What follows belongs to an exercise in optimizing a design on an open flow for small area, a short achievable clock period and few clock cycles per item; a production flow would make more cautious choices.
The RTL was checked by simulation tests, not by an equivalence proof against the original design.
Power is estimated from default activity; no workload was simulated.

[flow/run.sh]
#!/bin/bash
# synth_recipe.tcl (not shown) runs the flow's synth.tcl, then flattens the netlist and writes it again
# the make line also repeats each setting of config.mk as NAME=value (left out here)
make -C /OpenROAD-flow-scripts/flow DESIGN_CONFIG=/design/flow/config.mk WORK_HOME=/design/flow/orfs CLKGATE_MAP_FILE= SYNTH_SCRIPT=/design/flow/synth_recipe.tcl finish
[flow/config.mk]
export PLATFORM = sky130hd
export DESIGN_NAME = knight_blocked_lattice_path_count
export DESIGN_NICKNAME = knight_blocked_lattice_path_count
export VERILOG_FILES = /design/flow/design.v
export SDC_FILE = /design/flow/constraint.sdc
export NUM_CORES = 4
export LEC_CHECK = 0
export CAP_MARGIN = 20
export CORE_MARGIN = 2
export CORE_UTILIZATION = 40
export PLACE_DENSITY = 0.6
export SLEW_MARGIN = 20
[flow/constraint.sdc]
create_clock -name core_clock -period 6.0 [get_ports {clk}]
set_input_delay 1.2000 -clock core_clock [delete_from_list [all_inputs] [get_ports {clk}]]
set_output_delay 1.2000 -clock core_clock [all_outputs]
set_load 0.01 [all_outputs]
[flow/design.v]
package klpc_pkg;
	localparam int GRID_SIZE = 32;
	localparam int COORD_W   = 5;
	localparam int COUNT_W   = 59;
	localparam int NDIG = 8;
	localparam int KD0  = 4;
	localparam int KD   = 8;
	localparam int TD_W = 17;
	localparam int NSLOT = 3;
endpackage
import klpc_pkg::*;
module klpc_cell #(
	parameter int Y  = 0,
	parameter int W  = 1,
	parameter int WN = 1
) (
	input  logic            clk,
	input  logic            t_first,
	input  logic [TD_W-1:0] t_dat,
	input  logic [WN-1:0]   nb,
	output logic [W-1:0]    cnt
);
	function automatic int dlo(input int d);
		dlo = (d == 0) ? 0 : KD0 + (d - 1) * KD;
	endfunction
	function automatic int ndig(input int w);
		ndig = (w <= KD0) ? 1 : 1 + (w - KD0 + KD - 1) / KD;
	endfunction
	localparam int ND = ndig(W);
	logic [4:0] b0m, ky, ty;
	logic [1:0] cls;
	assign {b0m, ky, cls, ty} = t_dat;
	logic copy, z, init, hit, blk;
	assign copy = ({1'b0, ty} < 6'(Y));
	assign z    = t_first | copy;
	assign init = (6'(Y) <= {1'b0, b0m});
	assign hit  = ((cls == 2'd0) && ({1'b0, ky} == 6'(Y))) ||
	              ((cls == 2'd1) && (({1'b0, ky} == 6'(Y + 2)) || ((Y >= 2) && ({1'b0, ky} == 6'(Y - 2))))) ||
	              ((cls == 2'd2) && (({1'b0, ky} == 6'(Y + 1)) || ((Y >= 1) && ({1'b0, ky} == 6'(Y - 1)))));
	assign blk  = !copy && hit;
	logic [((ND > 1) ? ND - 1 : 1):1] zq, bq, cy;
	for (genvar d = 0; d < ND; d++) begin : g_dig
		localparam int LO  = dlo(d);
		localparam int HI  = ((dlo(d + 1) < W) ? dlo(d + 1) : W) - 1;
		localparam int DW  = HI - LO + 1;
		localparam int NHI = (HI < WN - 1) ? HI : WN - 1;
		logic [DW-1:0] q, own, nbd;
		logic [DW:0]   sum;
		assign cnt[HI:LO] = q;
		if (WN > LO) begin : g_nb
			assign nbd = DW'(nb[NHI:LO]);
		end else begin : g_nonb
			assign nbd = '0;
		end
		if (d == 0) begin : g_d0
			if (DW > 1) begin : g_w
				assign own = {cnt[HI:1] & {(DW-1){!z}}, !copy && (t_first ? init : cnt[0])};
			end else begin : g_n
				assign own = !copy && (t_first ? init : cnt[0]);
			end
			assign sum = {1'b0, own} + {1'b0, nbd};
			always_ff @(posedge clk) begin
				q <= blk ? '0 : sum[DW-1:0];
			end
			if (ND > 1) begin : g_c
				logic c_q, z_q, b_q;
				always_ff @(posedge clk) begin
					c_q <= sum[DW];
					z_q <= z;
					b_q <= blk;
				end
				assign cy[1] = c_q;
				assign zq[1] = z_q;
				assign bq[1] = b_q;
			end
		end else begin : g_dn
			assign own = cnt[HI:LO] & {DW{!zq[d]}};
			assign sum = {1'b0, own} + {1'b0, nbd} + (DW+1)'(cy[d]);
			always_ff @(posedge clk) begin
				q <= bq[d] ? '0 : sum[DW-1:0];
			end
			if (d < ND - 1) begin : g_c
				logic c_q, z_q, b_q;
				always_ff @(posedge clk) begin
					c_q <= sum[DW];
					z_q <= zq[d];
					b_q <= bq[d];
				end
				assign cy[d+1] = c_q;
				assign zq[d+1] = z_q;
				assign bq[d+1] = b_q;
			end
		end
	end
endmodule
import klpc_pkg::*;
module klpc_ctrl (
	input  logic               clk,
	input  logic               arst_n,
	input  logic               in_valid,
	output logic               in_stall,
	input  logic [COORD_W-1:0] target_x,
	input  logic [COORD_W-1:0] target_y,
	input  logic [COORD_W-1:0] knight_x,
	input  logic [COORD_W-1:0] knight_y,
	output logic               out_valid,
	input  logic               out_stall,
	output logic [COUNT_W-1:0] path_count,
	output logic               o_first,
	output logic               o_last,
	output logic [TD_W-1:0]    o_dat,
	input  logic               p_first,
	input  logic               x_first,
	input  logic               x_last,
	input  logic [TD_W-1:0]    x_dat,
	input  logic [COUNT_W-1:0] res
);
	localparam int RING = 33;        
	localparam int SP   = NDIG + 1;  
	function automatic int dlo(input int d);
		dlo = (d == 0) ? 0 : KD0 + (d - 1) * KD;
	endfunction
	function automatic logic [1:0] inc3(input logic [1:0] v);
		inc3 = (v == 2'(NSLOT - 1)) ? 2'd0 : v + 2'd1;
	endfunction
	logic       a_v, p_v, b_v;
	logic       a_take, p_take, b_take;
	logic [4:0] a_tx, a_ty, a_kx, a_ky;
	logic [4:0] p_tx, p_ty, p_kx, p_ky;
	logic       sw;
	logic stall_q;
	assign in_stall = stall_q;
	assign a_take   = in_valid && !in_stall;
	assign p_take   = a_v && (!p_v || b_take);
	logic a_v_n, p_v_n;
	assign a_v_n = a_take || (a_v && !p_take);
	assign p_v_n = p_take || (p_v && !b_take);
	always_ff @(posedge clk or negedge arst_n) begin
		if (!arst_n) begin
			a_v     <= 1'b0;
			p_v     <= 1'b0;
			stall_q <= 1'b0;
		end else begin
			a_v     <= a_v_n;
			p_v     <= p_v_n;
			stall_q <= a_v_n && p_v_n;
		end
	end
	always_ff @(posedge clk) begin
		if (a_take) begin
			sw   <= target_x > target_y;
			a_tx <= target_x;
			a_ty <= target_y;
			a_kx <= knight_x;
			a_ky <= knight_y;
		end
		if (p_take) begin
			p_tx <= sw ? a_ty : a_tx;
			p_ty <= sw ? a_tx : a_ty;
			p_kx <= sw ? a_ky : a_kx;
			p_ky <= sw ? a_kx : a_ky;
		end
	end
	logic       px0;
	logic [4:0] b0m;
	logic       b0none;
	assign px0 = (p_tx == 5'd0);
	always_comb begin
		b0m    = 5'd31;
		b0none = 1'b1;
		case (p_kx)
			5'd0: begin
				if (p_ky != 5'd0) begin
					b0m = p_ky - 5'd1;  b0none = 1'b0;
				end
			end
			5'd1: begin
				if (p_ky >= 5'd3) begin
					b0m = p_ky - 5'd3;  b0none = 1'b0;
				end else begin
					b0m = p_ky + 5'd1;  b0none = 1'b0;
				end
			end
			5'd2: begin
				if (p_ky >= 5'd2) begin
					b0m = p_ky - 5'd2;  b0none = 1'b0;
				end else begin
					b0m = p_ky;         b0none = 1'b0;
				end
			end
			default: begin
			end
		endcase
	end
	logic       b_first, b_x0, b_lastcol;
	logic [1:0] b_x0cls, b_cls;
	logic [4:0] b_ky, b_ty, b_b0m;
	logic [5:0] b_dxc, b_dxc0;
	logic [4:0] b_rc, b_rc0;
	logic       issue;
	logic       ring, enter_q;
	logic [NSLOT-1:0] tmr_ok;
	always_comb begin
		if (b_x0) begin
			b_cls = b_x0cls;
		end else begin
			case (b_dxc)
				6'd0:        b_cls = 2'd0;
				6'd1, 6'h3f: b_cls = 2'd1;
				6'd2, 6'h3e: b_cls = 2'd2;
				default:     b_cls = 2'd3;
			endcase
		end
	end
	logic [NSLOT-1:0] islot;
	assign issue  = b_v && !ring && !enter_q && (!b_first || |(tmr_ok & islot));
	assign b_take = p_v && (!b_v || (issue && b_lastcol));
	always_ff @(posedge clk or negedge arst_n) begin
		if (!arst_n) begin
			b_v     <= 1'b0;
			b_first <= 1'b1;
		end else begin
			if (b_take) begin
				b_v     <= 1'b1;
				b_first <= 1'b1;
			end else if (issue) begin
				b_first <= 1'b0;
				if (b_lastcol) b_v <= 1'b0;
			end else if (enter_q) begin
				b_first <= 1'b1;
			end
		end
	end
	always_ff @(posedge clk) begin
		if (b_take) begin
			b_x0      <= px0;
			b_x0cls   <= b0none ? 2'd3 : 2'd0;
			b_ky      <= px0 ? 5'(b0m + 5'd1) : p_ky;
			b_ty      <= p_ty;
			b_b0m     <= px0 ? 5'd0 : b0m;
			b_dxc     <= 6'd1 - {1'b0, p_kx};
			b_dxc0    <= 6'd1 - {1'b0, p_kx};
			b_rc      <= px0 ? 5'd0 : p_tx - 5'd1;
			b_rc0     <= px0 ? 5'd0 : p_tx - 5'd1;
			b_lastcol <= px0 || (p_tx == 5'd1);
		end else if (issue) begin
			b_dxc     <= b_dxc + 6'd1;
			b_rc      <= b_rc - 5'd1;
			b_lastcol <= (b_rc == 5'd1);
		end else if (enter_q) begin
			b_dxc     <= b_dxc0;
			b_rc      <= b_rc0;
			b_lastcol <= (b_rc0 == 5'd0);
		end
	end
	localparam logic [1:0] S_FREE = 2'd0, S_RES = 2'd1, S_VAL = 2'd2;
	logic [NSLOT-1:0][1:0] sst;
	logic [NSLOT-1:0] sfree;
	logic [1:0]       wslot, cslot, rslot;
	logic             inq, qpass, seek, hc0, kill;
	logic [5:0]       hc, kc;
	logic [4:0]       kn;
	logic [5:0]       npend;
	logic             npz, npo;
	logic [5:0]       npend_p1, npend_m1;
	assign npend_p1 = npend + 6'd1;
	assign npend_m1 = npend - 6'd1;
	logic             pass_q;
	logic [NSLOT-1:0][3:0] tmr;
	logic xf, xl, in_q, cur_pass, recirc, pass_ev, cap0, hand, head, lastiss;
	for (genvar i = 0; i < NSLOT; i++) begin : g_free
		assign sfree[i] = (sst[i] == S_FREE);
	end
	assign xf       = x_first && !kill;
	assign xl       = x_last && !kill;
	assign in_q     = xf || inq;
	assign cur_pass = xf ? pass_q : qpass;
	assign recirc   = in_q && !cur_pass && (ring || enter_q) && !kill;
	assign pass_ev  = xf && pass_q;
	assign cap0     = xl && in_q && cur_pass;
	assign head     = seek || hc0;
	assign lastiss  = issue && b_lastcol;
	logic       ring_n, seek_n, hc0_n, kill_n;
	logic [5:0] hc_n, kc_n;
	logic [4:0] kn_n, j;
	logic [1:0] wslot_n;
	assign j = b_v ? (b_rc0 - b_rc) : 5'd0;
	always_comb begin
		wslot_n = pass_ev ? inc3(wslot) : wslot;
		kc_n    = (kc != 6'd0) ? kc - 6'd1 : kc;
		kn_n    = kill ? kn - 5'd1 : kn;
		kill_n  = (kc <= 6'd1) && ((kn >= 5'd2) || ((kn == 5'd1) && !kill));
		hc_n    = (hc != 6'd0) ? hc - 6'd1 : hc;
		hc0_n   = (hc <= 6'd1);
		seek_n  = seek;
		ring_n  = ring;
		if (enter_q) begin
			ring_n = 1'b1;
			hc_n   = 6'(RING - 1);
			hc0_n  = 1'b0;
			seek_n = 1'b0;
			kn_n   = j;
			kc_n   = 6'(RING - 1) - {1'b0, j};
			kill_n = 1'b0;
		end else if (ring) begin
			if (xf && head) begin
				if (pass_q) begin
					seek_n = 1'b1;
				end else begin
					seek_n = 1'b0;
					hc_n   = 6'(RING - 1);
					hc0_n  = 1'b0;
				end
			end
			if (npz || (npo && pass_ev)) ring_n = 1'b0;
		end
	end
	logic n_first, n_head, n_free;
	assign n_first = p_first && !kill_n;
	assign n_head  = !ring_n || seek_n || hc0_n;
	assign n_free  = pass_ev ? sfree[inc3(wslot)] : sfree[wslot];
	always_ff @(posedge clk or negedge arst_n) begin
		if (!arst_n) begin
			ring    <= 1'b0;
			inq     <= 1'b0;
			qpass   <= 1'b0;
			seek    <= 1'b0;
			hc      <= 6'd0;
			hc0     <= 1'b1;
			kc      <= 6'd0;
			kn      <= 5'd0;
			kill    <= 1'b0;
			npend   <= 6'd0;
			npz     <= 1'b1;
			npo     <= 1'b0;
			pass_q  <= 1'b0;
			enter_q <= 1'b0;
			islot   <= NSLOT'(1);
			tmr     <= '0;
			tmr_ok  <= '1;
		end else begin
			ring    <= ring_n;
			inq     <= in_q && !xl;
			if (xf) qpass <= pass_q;
			seek    <= seek_n;
			hc      <= hc_n;
			hc0     <= hc0_n;
			kc      <= kc_n;
			kn      <= kn_n;
			kill    <= kill_n;
			if (lastiss && !pass_ev) begin
				npend <= npend_p1;
				npz   <= 1'b0;
				npo   <= npz;
			end else if (!lastiss && pass_ev) begin
				npend <= npend_m1;
				npz   <= npo;
				npo   <= (npend == 6'd2);
			end
			pass_q  <= n_head && n_free;
			enter_q <= !ring_n && n_first && !(n_head && n_free);
			for (int i = 0; i < NSLOT; i++) begin
				if (lastiss && islot[i]) begin
					tmr[i]    <= 4'(SP);
					tmr_ok[i] <= 1'b0;
				end else if (tmr[i] != 4'd0) begin
					tmr[i]    <= tmr[i] - 4'd1;
					tmr_ok[i] <= (tmr[i] == 4'd1);
				end
			end
			if (lastiss) islot <= {islot[NSLOT-2:0], islot[NSLOT-1]};
		end
	end
	always_ff @(posedge clk or negedge arst_n) begin
		if (!arst_n) begin
			o_first <= 1'b0;
			o_last  <= 1'b0;
		end else if (recirc) begin
			o_first <= x_first;
			o_last  <= x_last;
		end else if (issue) begin
			o_first <= b_first;
			o_last  <= b_lastcol;
		end else begin
			o_first <= 1'b0;
			o_last  <= 1'b0;
		end
	end
	always_ff @(posedge clk) begin
		if (recirc) begin
			o_dat <= x_dat;
		end else begin
			o_dat <= {b_b0m, b_ky, b_cls, b_ty};
		end
	end
	logic [NDIG-1:1]               capv;
	logic [NDIG-1:1][1:0]          caps;
	logic [NSLOT-1:0][COUNT_W-1:0] slot;
	always_ff @(posedge clk or negedge arst_n) begin
		if (!arst_n) begin
			capv  <= '0;
			cslot <= 2'd0;
			wslot <= 2'd0;
			rslot <= 2'd0;
			sst   <= '0;
		end else begin
			capv[1] <= cap0;
			for (int d = 2; d < NDIG; d++) capv[d] <= capv[d-1];
			if (cap0) cslot <= inc3(cslot);
			wslot <= wslot_n;
			if (pass_ev) sst[wslot] <= S_RES;
			if (capv[NDIG-1]) sst[caps[NDIG-1]] <= S_VAL;
			if (hand) begin
				sst[rslot] <= S_FREE;
				rslot      <= inc3(rslot);
			end
		end
	end
	always_ff @(posedge clk) begin
		caps[1] <= cslot;
		for (int d = 2; d < NDIG; d++) caps[d] <= caps[d-1];
	end
	for (genvar d = 0; d < NDIG; d++) begin : g_cap
		localparam int LO = dlo(d);
		localparam int HI = ((dlo(d + 1) < COUNT_W) ? dlo(d + 1) : COUNT_W) - 1;
		logic       en;
		logic [1:0] ci;
		if (d == 0) begin : g_e0
			assign en = cap0;
			assign ci = cslot;
		end else begin : g_en
			assign en = capv[d];
			assign ci = caps[d];
		end
		for (genvar s = 0; s < NSLOT; s++) begin : g_s
			logic [HI-LO:0] q;
			always_ff @(posedge clk) begin
				if (en && (ci == 2'(s))) q <= res[HI:LO];
			end
			assign slot[s][HI:LO] = q;
		end
	end
	assign out_valid  = (sst[rslot] == S_VAL);
	assign path_count = slot[rslot];
	assign hand       = out_valid && !out_stall;
endmodule
import klpc_pkg::*;
module knight_blocked_lattice_path_count (
	input  logic               clk,
	input  logic               arst_n,
	input  logic               in_valid,
	output logic               in_stall,
	input  logic [COORD_W-1:0] target_x,
	input  logic [COORD_W-1:0] target_y,
	input  logic [COORD_W-1:0] knight_x,
	input  logic [COORD_W-1:0] knight_y,
	output logic               out_valid,
	input  logic               out_stall,
	output logic [COUNT_W-1:0] path_count
);
	function automatic int roww(input int y);
		case (y)
			0: roww = 1;   1: roww = 6;   2: roww = 10;  3: roww = 13;
			4: roww = 16;  5: roww = 19;  6: roww = 22;  7: roww = 24;
			8: roww = 26;  9: roww = 29;  10: roww = 31; 11: roww = 32;
			12: roww = 34; 13: roww = 36; 14: roww = 38; 15: roww = 39;
			16: roww = 41; 17: roww = 42; 18: roww = 44; 19: roww = 45;
			20: roww = 47; 21: roww = 48; 22: roww = 49; 23: roww = 50;
			24: roww = 52; 25: roww = 53; 26: roww = 54; 27: roww = 55;
			28: roww = 56; 29: roww = 57; 30: roww = 58; default: roww = 59;
		endcase
	endfunction
	function automatic int rowoff(input int y);
		case (y)
			0: rowoff = 0;  1: rowoff = 1;  2: rowoff = 7;  3: rowoff = 17;
			4: rowoff = 30;  5: rowoff = 46;  6: rowoff = 65;  7: rowoff = 87;
			8: rowoff = 111;  9: rowoff = 137;  10: rowoff = 166;  11: rowoff = 197;
			12: rowoff = 229;  13: rowoff = 263;  14: rowoff = 299;  15: rowoff = 337;
			16: rowoff = 376;  17: rowoff = 417;  18: rowoff = 459;  19: rowoff = 503;
			20: rowoff = 548;  21: rowoff = 595;  22: rowoff = 643;  23: rowoff = 692;
			24: rowoff = 742;  25: rowoff = 794;  26: rowoff = 847;  27: rowoff = 901;
			28: rowoff = 956;  29: rowoff = 1012;  30: rowoff = 1069;  31: rowoff = 1127;
			32: rowoff = 1186;
			default: rowoff = 0;
		endcase
	endfunction
	localparam int NB = rowoff(GRID_SIZE);
	logic [GRID_SIZE:0]           t_first, t_last;
	logic [GRID_SIZE:0][TD_W-1:0] t_dat;
	logic [GRID_SIZE:1]           tq_first, tq_last;
	logic [GRID_SIZE:1][TD_W-1:0] tq_dat;
	logic                         t0_first, t0_last;
	logic [TD_W-1:0]              t0_dat;
	logic [NB-1:0]                rows;
	klpc_ctrl u_ctrl (
		.clk        (clk),
		.arst_n     (arst_n),
		.in_valid   (in_valid),
		.in_stall   (in_stall),
		.target_x   (target_x),
		.target_y   (target_y),
		.knight_x   (knight_x),
		.knight_y   (knight_y),
		.out_valid  (out_valid),
		.out_stall  (out_stall),
		.path_count (path_count),
		.o_first    (t0_first),
		.o_last     (t0_last),
		.o_dat      (t0_dat),
		.p_first    (t_first[GRID_SIZE-1]),
		.x_first    (t_first[GRID_SIZE]),
		.x_last     (t_last[GRID_SIZE]),
		.x_dat      (t_dat[GRID_SIZE]),
		.res        (rows[NB-1 -: COUNT_W])
	);
	assign t_first = {tq_first, t0_first};
	assign t_last  = {tq_last, t0_last};
	assign t_dat   = {tq_dat, t0_dat};
	always_ff @(posedge clk or negedge arst_n) begin
		if (!arst_n) begin
			tq_first <= '0;
			tq_last  <= '0;
		end else begin
			tq_first <= t_first[GRID_SIZE-1:0];
			tq_last  <= t_last[GRID_SIZE-1:0];
		end
	end
	always_ff @(posedge clk) begin
		tq_dat <= t_dat[GRID_SIZE-1:0];
	end
	for (genvar i = 0; i < GRID_SIZE; i++) begin : g_cell
		localparam int W   = roww(i);
		localparam int OFF = rowoff(i);
		localparam int WN  = (i == 0) ? 1 : roww(i - 1);
		logic [WN-1:0] nb;
		if (i == 0) begin : g_first
			assign nb = '0;
		end else begin : g_rest
			assign nb = rows[rowoff(i - 1) +: WN];
		end
		klpc_cell #(.Y(i), .W(W), .WN(WN)) u_cell (
			.clk     (clk),
			.t_first (t_first[i]),
			.t_dat   (t_dat[i]),
			.nb      (nb),
			.cnt     (rows[OFF +: W])
		);
	end
endmodule
==> run notes <==
- Status: complete, no violations
- Critical Path End Type: output pin
- Gpl congestion: 0.817
- Util after Layout: 0.451
- Avg Inst Size Synth: 10.2 um^2
- Startpoint Class: flip-flop
- Final slew viol count: 0
- CTS Buf Count: 283
- Initial antenna violation count: 4
- Fraction of registers with async set/reset: 0.0542
- Nets@finish: 13.2k
- ANT nets after route: 0
- Largest net degree at the start of global routing: about 130
- CP Max Fanout: 65
- Final TNS setup: 0 ps
- I/O pin cnt: 85
- Worst R2R Start: u_ctrl.enter_q$_DFF_PN0_
- Synth-to-Final Area Change: 12.3%
- Cell Rows: 199
- Worst VDD drop: 363 uV
- Register clock-pin slew on the reported worst setup and hold paths: 60 ps
- Final setup margin: between 1000 and 1500 ps
- Register bit total from synthesis: 2601
- FF-to-FF End: u_ctrl.npend[5]$_DFFE_PN0P_
- Wire per inst: ~15 um
- Leak Pwr: 57.7 nW
- Data required, critical path: 4800 ps
- Crit path to: path_count[47]
- Clock Path Buffers: 4
- Final hold violation count: 0
- # fillers: 27.5k
- Crit path kind: reg -> out
- Reg2Reg Depth: 12
- Total wire length: 235000 um
- Post-CTS resize count: 0
- Number of DRC markers in iteration 0: approximately 3.3k
- Syn Nets: 13.0k
- Mapped Cells: 11.6k
- Worst hold slack: 189 ps
- Dpl hpwl: 179000 um
- Share of cells above drive strength 1: 0.0533
- Post CTS Setup Buffer Count: 0
- Critical Path Source: u_ctrl.rslot[0]$_DFFE_PN0P_
- RSZ-0062 raised after global routing: no
- Synth cell types: 87
- Via count: 77.4k
- Number of global-route vias before repair: 81.1k
- Clock skew: 43.6 ps
- Worst slack, placed: 2290 ps
- H-tree levels: 5
- Post-DR vias/cell: 4.86
- Most frequent cells in the layout: 2202 x dfxtp_1, 1356 x nor2b_1, 1215 x nor2_1
- Die span in y: 546 um
- DRC: 0
- Core area: 0.293 mm^2
- Tot GR Track Use: 0.158
- DIE AREA: 0.298 mm^2
- Most common cell after layout, fill and taps aside: dfxtp_1
- Initial DRT Pass Iterations: 5
- Clk sink count: ~2.6k
- Worst slew pin tran: 1010 ps
- First-pass GRT wire length: around 400000 um
- Yosys warns: 34
- Seq/Total Area, Yosys: 0.471
- R2R setup slack: between 2000 and 2500 ps
- Tcrit/Tclk final: 0.755
- Worst Path Arrival: 3330 ps
- CTS root buf: clkbuf_16
- Mapped Area: between 0.1 and 0.15 mm^2
- IO Port Bufs: 84
- Pwr dens: ~480 mW/mm^2
- Cts hold-fix bufs: 0
- Grt total ovfl: 0
- Min-Delay Path Class: in -> async
- FMAX: 0.221 GHz
- Max-cap violations: 0
- Ys flop type: dfxtp_1
- Post-layout min period: 4530 ps
- Worst-skew pair later-pin latency: 860 ps
- Number of synthesized flops with an enable pin: 258
- Setup violators final: 0
- Relative slew slack: 0.319
- CTS tree: yes
- Initial Util: 0.401
- Die width: 546 um
power by group:
| group | leakage, nW | switching, mW | total, mW | internal, mW |
|---|---|---|---|---|
| clock | 4.53 | 7.05 | 17.3 | 10.2 |
| combinational | 30.8 | 9.66 | 19.2 | 9.50 |
| sequential | 22.4 | 4.13 | 26.8 | 22.6 |
synthesized netlist by cell type (258+ instances only):
cell,number,share of area
a21oi_1,510,0.022
o21ai_0,395,0.017
nand2_1,411,0.013
ha_1,1043,0.11
dfxtp_1,2202,0.37
nor2b_1,1358,0.072
nor2_1,1215,0.039
edfxtp_1,258,0.066
fa_1,308,0.052
inv_1,869,0.028
xnor2_1,319,0.024
nor3_1,579,0.025
kinds of logic after synthesis:
group	share of synthesized area
adder cells (fa/ha/maj)	0.163
AO/OA/AOI/OAI	0.0988
multiplexers	0.0206
flip-flops	0.471
AND/OR/NAND/NOR	0.176
buffers and inverters	0.0332
XOR/XNOR	0.0369
state kept, by name, summed over array words and instances (netlist names), 12 cells and up:
signal	cells
tq_dat	544
g_cell.u_cell.g_dig.g_d0.g_c.b_q	31
u_ctrl.o_dat	17
tq_last	32
g_cell.u_cell.g_dig.g_d0.g_c.z_q	31
u_ctrl.g_cap.g_s.q	177
u_ctrl.caps	14
g_cell.u_cell.g_dig.g_d0.g_c.c_q	31
g_cell.u_cell.g_dig.q	1186
g_cell.u_cell.g_dig.g_dn.g_c.b_q	116
tq_first	32
g_cell.u_cell.g_dig.g_dn.g_c.c_q	116
u_ctrl.tmr	12
g_cell.u_cell.g_dig.g_dn.g_c.z_q	116
metal layers:
metal / share of wire / up-vias / wire length, um / global-route usage
li1: - / 39600 / - / -
met1: 0.44 / 36700 / 103000 / 0.189
met2: 0.51 / 739 / 120000 / 0.296
met3: 0.023 / 396 / 5340 / 0.0172
met4: 0.027 / 0 / 6260 / 0.0461
met5: 0 / - / 0 / 0
worst min path at each step:
stage,start,to,slack [ps],depth (start not counted)
floorplan,u_ctrl.o_dat[0]$_DFF_P_,tq_dat[0]$_DFF_P_,310,0
global placement,tq_dat[335]$_DFF_P_,tq_dat[352]$_DFF_P_,310,0
detailed placement,tq_dat[85]$_DFF_P_,tq_dat[102]$_DFF_P_,310,0
CTS,arst_n,u_ctrl.capv[4]$_DFF_PN0_,110,1
global route,arst_n,u_ctrl.capv[4]$_DFF_PN0_,140,1
finish,arst_n,u_ctrl.capv[4]$_DFF_PN0_,190,1
area by class of cell:
cell class | instances | area, um^2 | area share
multi-input combinational | 7945 | 58400 | 0.442
clock inverter | 105 | 1090 | 0.00828
inverter | 870 | 3270 | 0.0247
sequential | 2601 | 55400 | 0.419
clock buffer | 397 | 8130 | 0.0615
timing repair buffer | 100 | 975 | 0.00738
tap | 3919 | 4900 | 0.0371
antenna | 1 | 2.50 | 0.0000189
critical path, cell delays in order (launching register included):
cell             delay (ps)
dfrtp_2                 920
nor2b_4                 290
buf_4                   450
nand2_1                 110
o21ai_0                 100
clkdlybuf4s50_1         570
stage by stage:
step | cell area (um^2) | cells | power, mW
after CTS | 132000 | 15900 | 64.1
after detailed placement | 123000 | 15400 | 46.4
after global placement | 123000 | 15400 | 45.5
final | 132000 | 15900 | 63.2
after floorplan | 118000 | 11600 | 41.1
after global routing | 132000 | 15900 | 68.2
Testbench counts, summed over its fixed seeds: cycles 17,293, items 1,600.

## port drivers added, routing unchanged
In the flow no input, the clock included, has a driving cell. The finished layout below was timed again as built, in two steps.
Step 1, drivers: a clkbuf_16 drives clk and a buf_2 each remaining input, both assumed.
Step 2 moves the port delays by t, midway between the first and last clock arrival at a register: inputs arrive t later, outputs are due t later. That takes back most of the time a late clock gives input paths.
Slacks: no drivers / after step 1 / after step 2; pairs: no drivers / after step 1.
shift t [ns]: 0.922
slack for setup (ns): 1.468 / 1.368 / 2.290
worst hold slack (ns): 0.189 / 0.129 / 0.298
clock arrival spread, ns: 0.074 / 0.074
After both steps this run still meets setup and hold. For this run, drivers alone change the setup slack by -0.100 ns; drivers and shift together by +0.822 ns.
